What follows belongs to an exercise in optimizing a design on an open flow for small area and a short achievable clock period; a production flow would make more cautious choices. The RTL was checked by simulation tests, not by an equivalence proof against the original design.

Setup of v6:
==> module pq_top, before the edit <==
module pq_top #(
    parameter int num_prio   = 4,
    parameter int fifo_depth = 32
) (
    input  wire           clk,
    input  wire           rst,
    input  wire           in_sop,
    input  wire           in_eop,
    input  wire           in_vld,
    input  wire  [31:0]   in_data,
    output logic          out_sop,
    output logic          out_eop,
    output logic          out_vld,
    output logic [31:0]   out_data,
    input  wire           out_ready,
    input  wire           psel,
    input  wire           penable,
    input  wire           pwrite,
    input  wire  [3:0]    paddr,
    input  wire  [31:0]   pwdata,
    output logic [31:0]   prdata,
    output logic          pready,
    output logic          pslverr
);
    localparam int data_w = 32;
    localparam int word_w = data_w + 1;
    localparam int aw     = $clog2(fifo_depth);
    localparam int fw_w   = aw + 1;
    logic [num_prio-1:0]       wr;
    logic [1:0]                wr_sel;
    logic                      wr_eop;
    logic                      drop;
    logic                      fwd;
    logic [num_prio-1:0]       prio_en;
    logic [fw_w-1:0]           wptr [num_prio];
    logic [fw_w-1:0]           rptr [num_prio];
    logic [fw_w-1:0]           pkt_cnt [num_prio];
    logic [fw_w-1:0]           free [num_prio];
    logic [num_prio-1:0]       avail;
    logic [num_prio-1:0]       avail_next;
    logic [num_prio-1:0]       ge2;
    logic [num_prio*fw_w-1:0]  free_words;
    logic [num_prio*aw-1:0]    rptr_flat;
    logic [num_prio-1:0]       s_we;
    logic [aw-1:0]             s_addr;
    logic [word_w-1:0]         s_word;
    logic [word_w-1:0]         q_word [num_prio];
    logic [1:0]                ra_q;
    logic [aw-1:0]             ra_i;
    logic [word_w-1:0]         ra_word;
    logic                      take;
    logic                      busy;
    logic [1:0]                grant;
    pq_regs #(.num_prio(num_prio)) i_regs (
        .clk(clk), .rst(rst),
        .psel(psel), .penable(penable), .pwrite(pwrite),
        .paddr(paddr), .pwdata(pwdata),
        .prdata(prdata), .pready(pready), .pslverr(pslverr),
        .drop(drop), .fwd(fwd), .pkt_avail_next(avail_next), .prio_en(prio_en)
    );
    pkt_classifier #(.num_prio(num_prio), .fw_w(fw_w)) i_cls (
        .clk(clk), .rst(rst),
        .in_sop(in_sop), .in_eop(in_eop), .in_vld(in_vld), .in_data(in_data),
        .prio_en(prio_en), .free_words(free_words),
        .q_vld(wr), .q_sel(wr_sel), .q_eop(wr_eop), .drop(drop)
    );
    always_ff @(posedge clk) begin
        if (rst) begin
            s_we <= '0;
        end else begin
            s_we <= wr;
        end
        s_addr <= wptr_t[wr_sel][aw-1:0];
        s_word <= {in_eop, in_data};
    end
    logic [fw_w-1:0]           wptr_t [num_prio];
    for (genvar g = 0; g < num_prio; g++) begin : g_q
        logic dec;
        logic rd;
        logic s_inc;
        logic [fw_w-1:0] free_t;
        logic [fw_w-1:0] cnt_t;
        pkt_fifo #(.fifo_depth(fifo_depth), .word_w(word_w)) i_fifo (
            .clk(clk),
            .wr_en(s_we[g]), .wr_addr(s_addr), .wr_word(s_word),
            .rd_addr(ra_i), .rd_word(q_word[g])
        );
        assign s_inc     = s_we[g] && s_word[word_w-1];
        assign wptr_t[g] = wptr[g] + fw_w'(s_we[g]);
        assign free_t    = free[g] - fw_w'(s_we[g]);
        assign cnt_t     = pkt_cnt[g] + fw_w'(s_inc);
        assign free_words[g*fw_w +: fw_w] = free_t;
        assign rptr_flat[g*aw +: aw]      = rptr[g][aw-1:0];
        assign ge2[g] = (cnt_t > fw_w'(1));
        assign rd  = take && (grant == 2'(g));
        assign dec = rd && out_eop;
        assign avail_next[g] = (wr[g] && in_eop) || ge2[g] || (avail[g] && !dec);
        always_ff @(posedge clk) begin
            if (rst) begin
                wptr[g]    <= '0;
                rptr[g]    <= '0;
                pkt_cnt[g] <= '0;
                free[g]    <= fw_w'(fifo_depth);
                avail[g]   <= 1'b0;
            end else begin
                wptr[g]    <= wptr_t[g];
                rptr[g]    <= rptr[g] + fw_w'(rd);
                pkt_cnt[g] <= cnt_t - fw_w'(dec);
                free[g]    <= free_t + fw_w'(rd);
                avail[g]   <= avail_next[g];
            end
        end
    end
    assign ra_word = (s_we[ra_q] && (s_addr == ra_i)) ? s_word : q_word[ra_q];
    strict_sched #(.num_prio(num_prio), .word_w(word_w), .aw(aw)) i_sched (
        .clk(clk), .rst(rst),
        .ge1(avail), .ge2(ge2), .in_inc(wr_eop), .in_q(wr_sel), .rptr(rptr_flat),
        .ra_q(ra_q), .ra_i(ra_i), .ra_word(ra_word),
        .take(take), .busy(busy), .grant(grant), .out_ready(out_ready),
        .out_sop(out_sop), .out_eop(out_eop), .out_vld(out_vld),
        .out_data(out_data), .fwd(fwd)
    );
endmodule
make LEC_CHECK=0 CAP_MARGIN=20 CORE_MARGIN=2 CORE_UTILIZATION=55 SETUP_SLACK_MARGIN=4.8 SLEW_MARGIN=20 finish   # period 8.0 ns
run.sh (not shown) runs the stock make flow with config.mk's settings and CLKGATE_MAP_FILE= SYNTH_SCRIPT=/design/flow/synth_recipe.tcl, a recipe that flattens the netlist after the stock synthesis.
Input-level comparison between v7 and v6:
--- a/flow/design.v
+++ b/flow/design.v
@@ -323,49 +323,65 @@
     always_ff @(posedge clk) begin
         if (rst) begin
             s_we <= '0;
         end else begin
             s_we <= wr;
         end
-        s_addr <= wptr_t[wr_sel][aw-1:0];
+        s_addr <= wptr[wr_sel][aw-1:0];
         s_word <= {in_eop, in_data};
     end
-    logic [fw_w-1:0]           wptr_t [num_prio];
     for (genvar g = 0; g < num_prio; g++) begin : g_q
+        logic inc;
         logic dec;
         logic rd;
-        logic s_inc;
-        logic [fw_w-1:0] free_t;
-        logic [fw_w-1:0] cnt_t;
+        logic [fw_w-1:0] wptr_1;
+        logic [fw_w-1:0] rptr_1;
+        logic [fw_w-1:0] cnt_p1;
+        logic [fw_w-1:0] cnt_m1;
+        logic [fw_w-1:0] free_p1;
+        logic [fw_w-1:0] free_m1;
+        logic            cnt_up;
+        logic            cnt_dn;
+        logic            free_up;
+        logic            free_dn;
         pkt_fifo #(.fifo_depth(fifo_depth), .word_w(word_w)) i_fifo (
             .clk(clk),
             .wr_en(s_we[g]), .wr_addr(s_addr), .wr_word(s_word),
             .rd_addr(ra_i), .rd_word(q_word[g])
         );
-        assign s_inc     = s_we[g] && s_word[word_w-1];
-        assign wptr_t[g] = wptr[g] + fw_w'(s_we[g]);
-        assign free_t    = free[g] - fw_w'(s_we[g]);
-        assign cnt_t     = pkt_cnt[g] + fw_w'(s_inc);
-        assign free_words[g*fw_w +: fw_w] = free_t;
+        assign free_words[g*fw_w +: fw_w] = free[g];
         assign rptr_flat[g*aw +: aw]      = rptr[g][aw-1:0];
-        assign ge2[g] = (cnt_t > fw_w'(1));
+        assign ge2[g] = (pkt_cnt[g] > fw_w'(1));
+        assign avail_next[g] = inc || ge2[g] || (avail[g] && !dec);
         assign rd  = take && (grant == 2'(g));
+        assign inc = wr[g] && in_eop;
         assign dec = rd && out_eop;
-        assign avail_next[g] = (wr[g] && in_eop) || ge2[g] || (avail[g] && !dec);
+        assign wptr_1  = wptr[g] + 1'b1;
+        assign rptr_1  = rptr[g] + 1'b1;
+        assign cnt_p1  = pkt_cnt[g] + 1'b1;
+        assign cnt_m1  = pkt_cnt[g] - 1'b1;
+        assign free_p1 = free[g] + 1'b1;
+        assign free_m1 = free[g] - 1'b1;
+        assign cnt_up  = inc && !dec;
+        assign cnt_dn  = dec && !inc;
+        assign free_up = rd && !wr[g];
+        assign free_dn = wr[g] && !rd;
         always_ff @(posedge clk) begin
             if (rst) begin
                 wptr[g]    <= '0;
                 rptr[g]    <= '0;
                 pkt_cnt[g] <= '0;
                 free[g]    <= fw_w'(fifo_depth);
                 avail[g]   <= 1'b0;
             end else begin
-                wptr[g]    <= wptr_t[g];
-                rptr[g]    <= rptr[g] + fw_w'(rd);
-                pkt_cnt[g] <= cnt_t - fw_w'(dec);
-                free[g]    <= free_t + fw_w'(rd);
+                wptr[g]    <= ({fw_w{wr[g]}} & wptr_1) | ({fw_w{!wr[g]}} & wptr[g]);
+                rptr[g]    <= ({fw_w{rd}} & rptr_1) | ({fw_w{!rd}} & rptr[g]);
+                pkt_cnt[g] <= ({fw_w{cnt_up}} & cnt_p1) | ({fw_w{cnt_dn}} & cnt_m1) |
+                              ({fw_w{!cnt_up && !cnt_dn}} & pkt_cnt[g]);
+                free[g]    <= ({fw_w{free_up}} & free_p1) | ({fw_w{free_dn}} & free_m1) |
+                              ({fw_w{!free_up && !free_dn}} & free[g]);
                 avail[g]   <= avail_next[g];
             end
         end
     end
     assign ra_word = (s_we[ra_q] && (s_addr == ra_i)) ? s_word : q_word[ra_q];
     strict_sched #(.num_prio(num_prio), .word_w(word_w), .aw(aw)) i_sched (
Relative to v6, HPWL after detailed placement increased by 2.3% in v7. Detailed route, v7 vs v6: via total higher for v7. Distinct cell type count after synthesis: v7 > v6. Measured against each other, v6 and v7 differ in per-cell routed wire length, the higher figure coming from v6. [v7] die area rose 0.39% relative to v6. Wire: v7 routes less than v6.

what the ideal ports hide:
In the flow no input, the clock included, has a driving cell. The finished layouts below were timed again as built, in two steps. Step 1, drivers: a clkbuf_16 drives clk and a buf_2 each remaining input, both assumed. Step 2 moves the port delays by t, midway between the first and last clock arrival at a register: inputs arrive t later, outputs are due t later. That takes back most of the time a late clock gives input paths. Three values: no drivers, after step 1, after step 2; two values: the first two.
| run | shift t [ns] | setup WS [ns] | cell pins on the clock port's net |
|---|---|---|---|
| v6 | 1.061 | 4.442 / 4.442 / 3.768 | 1 |
| v7 | 1.062 | 4.469 / 4.469 / 3.522 | 1 |
After both steps setup and hold are still met in every run listed. For v7, which loses most, drivers alone change the setup slack by 0.000 ns; drivers and shift together by -0.947 ns.
